Context: an optimization exercise on an open-source flow, tuned for small area, a short achievable clock period and few clock cycles per item. The choices shown serve that exercise and are no tape-out recipe.
In this exercise RTL edits were held to simulation tests only and were not proved equivalent to the original.
Power figures rest on the tool's default switching activity, not on a simulated workload.

Design vector_alu_folded, start of the top module:
module vector_alu_folded
#(
    parameter  int ELEM_W    = 16,
    parameter  int NUM_ELEMS = 16,
    parameter  int LANES     = 16,
    localparam int VEC_W     = NUM_ELEMS * ELEM_W
) (
    input  logic                   clk,
    input  logic                   rst,
    input  logic                   in_valid,
    output logic                   in_ready,
    input  logic [VEC_W-1:0]       A,
    input  logic [VEC_W-1:0]       B,
    input  logic [2:0]             ALUControl,
    input  logic                   sat,
    output logic                   out_valid,
    input  logic                   out_ready,
    output logic [VEC_W-1:0]       result,
    output logic [4*NUM_ELEMS-1:0] flags
);
    logic out_valid_q;
    logic load;
    logic is_mul, is_shift, is_sra, is_addsub, is_sub, is_and, is_or, is_xor;
    assign load      = ~out_valid_q | out_ready;
    assign in_ready  = load & ~rst;
    assign out_valid = out_valid_q;
    assign is_addsub = (ALUControl == ALU_ADD) | (ALUControl == ALU_SUB);
    assign is_sub    = (ALUControl == ALU_SUB);
    assign is_and    = (ALUControl == ALU_AND);
    assign is_or     = (ALUControl == ALU_OR);
    assign is_xor    = (ALUControl == ALU_XOR);
    assign is_sra    = (ALUControl == ALU_SRA);
    assign is_shift  = (ALUControl == ALU_SLL) | (ALUControl == ALU_SRA);
    assign is_mul    = (ALUControl == ALU_MUL);
    always_ff @(posedge clk) begin
        if (rst) out_valid_q <= 1'b0;
        else if (load) out_valid_q <= in_valid;
    end
    logic is_addsub_q, is_sra_q, sat_q;
    always_ff @(posedge clk) begin
        if (load) begin
            is_addsub_q <= is_addsub;
            is_sra_q    <= is_sra;
            sat_q       <= sat;
        end
    end
    for (genvar i = 0; i < NUM_ELEMS; i++) begin : g_elem
        logic [15:0] a, b, y;
        logic [15:9] s, s_q;
        logic [14:9] c, c_q;
        logic [8:0] ylo, ylo_q;
        logic        cylo, cylo_q;
        logic [3:0]  f;
        logic        a15_q, bp15_q;
        assign a = A[16*i +: 16];
        assign b = B[16*i +: 16];
        logic [15:0] am, lg, ar, lm;
        logic [7:0]  shd;
        assign am  = is_sra ? {a[0], a[1], a[2], a[3], a[4], a[5], a[6], a[7], a[8], a[9], a[10], a[11], a[12], a[13], a[14], a[15]} : a;
        assign shd = {8{is_shift}} & (8'd1 << b[3:1]);
  ...
clock: 13.0 ns
lec_check: 0
cap_margin: 20
core_margin: 2
core_utilization: 40
slew_margin: 20
synth_hierarchical: 1
standard.sh (not shown) runs the stock make flow with config.mk's settings and CLKGATE_MAP_FILE= SYNTH_SCRIPT=/design/flow/synth_recipe.tcl, a recipe that flattens the netlist after the stock synthesis.
==> flow/flow/run.sh <==
#!/bin/bash
# Layout flow: the standard ORFS flow (standard.sh) with these changes:
#  - synthesis maps the design with ABC alone instead of first extracting full/half
#    adders into sky130 fa/ha cells (ADDER_MAP_FILE empty); registers, their names and
#    the rest of synthesis are unchanged;
#  - every port still gets its own buffer, but a plain buf_2 instead of the delay
#    buffer (clkdlybuf4s50_1) that buffer_ports picks by itself.
set -o pipefail
cp standard.sh standard_sh.log
export ADDER_MAP_FILE=
export BUFFER_PORTS_ARGS="-buffer_cell sky130_fd_sc_hd__buf_2"
if [[ -f flow/margin ]]; then export SETUP_SLACK_MARGIN=$(cat flow/margin); fi
bash standard.sh > standard.log 2>&1
rc=$?
grep -c "extract_fa" orfs/logs/*/*/*/1_2_yosys.log > extract_fa_count.log 2>&1
exit $rc
==> flow/flow/margin <==
6.7
Testbench counts at the start, summed over its fixed seeds: cycles 2,056, items 2,048.
Rerun with:
==> flow/flow/margin (replaced) <==
7
What happened: Setup slack gains 310 ps. Design area came out higher by 4.3%. Sequential power barely changes. First-iteration DRC count barely changes. Via count came out higher by 1.1%. Clock power came out higher by about 7%. Synthesized area is unchanged. Global-route usage came out higher by 0.42 points. Total power came out higher by 2.7%. Sequential share of layout area came out lower by 0.40 points.
Rerun with:
--- a/flow/config.mk
+++ b/flow/config.mk
@@ -10 +10 @@
-export CORE_UTILIZATION = 40
+export CORE_UTILIZATION = 50
Result: The new run ran to the end with no violations; core utilization goes up by 12 points; setup slack is worse by 150 ps; final cell count goes down by 3.5%; clock skew goes down by 38 ps; power goes up by about 2%; design area hardly moves.

* * *

vector_alu_folded, a different RTL version from the one above (not shown whole).
Size in the first run: ~12000 cells after synthesis, roughly 840 I/O pins.
==> flow/design.v (excerpt) <==
module vector_alu_folded
#(
    parameter  int ELEM_W    = 16,
    parameter  int NUM_ELEMS = 16,
    parameter  int LANES     = 16,
    localparam int VEC_W     = NUM_ELEMS * ELEM_W
) (
    input  logic                   clk,
    input  logic                   rst,
    input  logic                   in_valid,
    output logic                   in_ready,
    input  logic [VEC_W-1:0]       A,
    input  logic [VEC_W-1:0]       B,
    input  logic [2:0]             ALUControl,
    input  logic                   sat,
    output logic                   out_valid,
    input  logic                   out_ready,
    output logic [VEC_W-1:0]       result,
    output logic [4*NUM_ELEMS-1:0] flags
);
Settings: LEC_CHECK=0, CAP_MARGIN=20, CORE_MARGIN=2, CORE_UTILIZATION=50, SETUP_SLACK_MARGIN=4, SLEW_MARGIN=20; clock period 13.0 ns.
run.sh (not shown) runs the stock make flow with config.mk's settings and CLKGATE_MAP_FILE= SYNTH_SCRIPT=/design/flow/synth_recipe.tcl, a recipe that flattens the netlist after the stock synthesis.
Stock flow here: none of the scripts above is used.
Testbench counts at the start, summed over its fixed seeds: cycles 2,056, items 2,048.
Then changed:
==> flow/flow/run.sh (new file) <==
#!/bin/bash
# Layout flow: the standard ORFS flow, with one change: synthesis maps the design
# with ABC alone instead of first extracting full/half adders into sky130 fa/ha cells
# (ADDER_MAP_FILE empty). Registers, their names and the rest of the flow are unchanged.
set -o pipefail
cp standard.sh standard_sh.log
export ADDER_MAP_FILE=
bash standard.sh > standard.log 2>&1
rc=$?
grep -c "extract_fa" orfs/logs/*/*/*/1_2_yosys.log > extract_fa_count.log 2>&1
exit $rc
==> flow/standard.sh (new file) <==
#!/bin/bash
# synth_recipe.tcl (not shown) runs the flow's synth.tcl, then flattens the netlist and writes it again
# the make line also repeats each setting of config.mk as NAME=value (left out here)
make -C /OpenROAD-flow-scripts/flow DESIGN_CONFIG=/design/flow/config.mk WORK_HOME=/design/flow/orfs CLKGATE_MAP_FILE= SYNTH_SCRIPT=/design/flow/synth_recipe.tcl "${@:-finish}"
- SETUP_SLACK_MARGIN: 4 -> 5
removed: flow/run.sh
Clock-buffer cell count goes down by 5.
Die area climbs by 1.3%.
Via count went up by 15%.
Routed wire length grows by 9.2%.
Sequential cell count does not change.
Setup slack improves by 0.97 ns.

## afterwards: timing with drivers on the ports
In the flow no input, the clock included, has a driving cell. The finished layouts below were timed again as built, in two steps. Step 1, drivers: a clkbuf_16 drives clk and a buf_2 each remaining input, both assumed. Step 2 adds t to the input delays and takes it off the output delays; t is the mean of the earliest and latest rising clock arrival at the registers after step 1. Input paths then give back, and output paths get back, about the clock's delay inside the block. a / b / c = ideal / step 1 / step 2; a / b = the first two.
| run | t, ns | setup WS [ns] | worst setup path at the end | worst data-port slew with drivers (ns) |
|---|---|---|---|---|
| the first run of note 1 | 0.855 | 6.633 / 6.363 / 5.508 | input to register | 0.42 |
| the second run of note 1 | 0.868 | 6.948 / 6.770 / 5.902 | input to register | 0.36 |
| the third run of note 1 | 0.866 | 6.800 / 6.580 / 5.714 | input to register | 0.42 |
| the first run of note 2 | 0.821 | 4.125 / 4.178 / 3.357 | input to register | 0.31 |
| the second run of note 2 | 0.836 | 5.091 / 4.991 / 4.345 | input to register | 0.40 |
After both steps setup and hold are still met in every run listed. For the first run of note 1, which loses most, drivers alone change the setup slack by -0.270 ns; drivers and shift together by -1.125 ns.
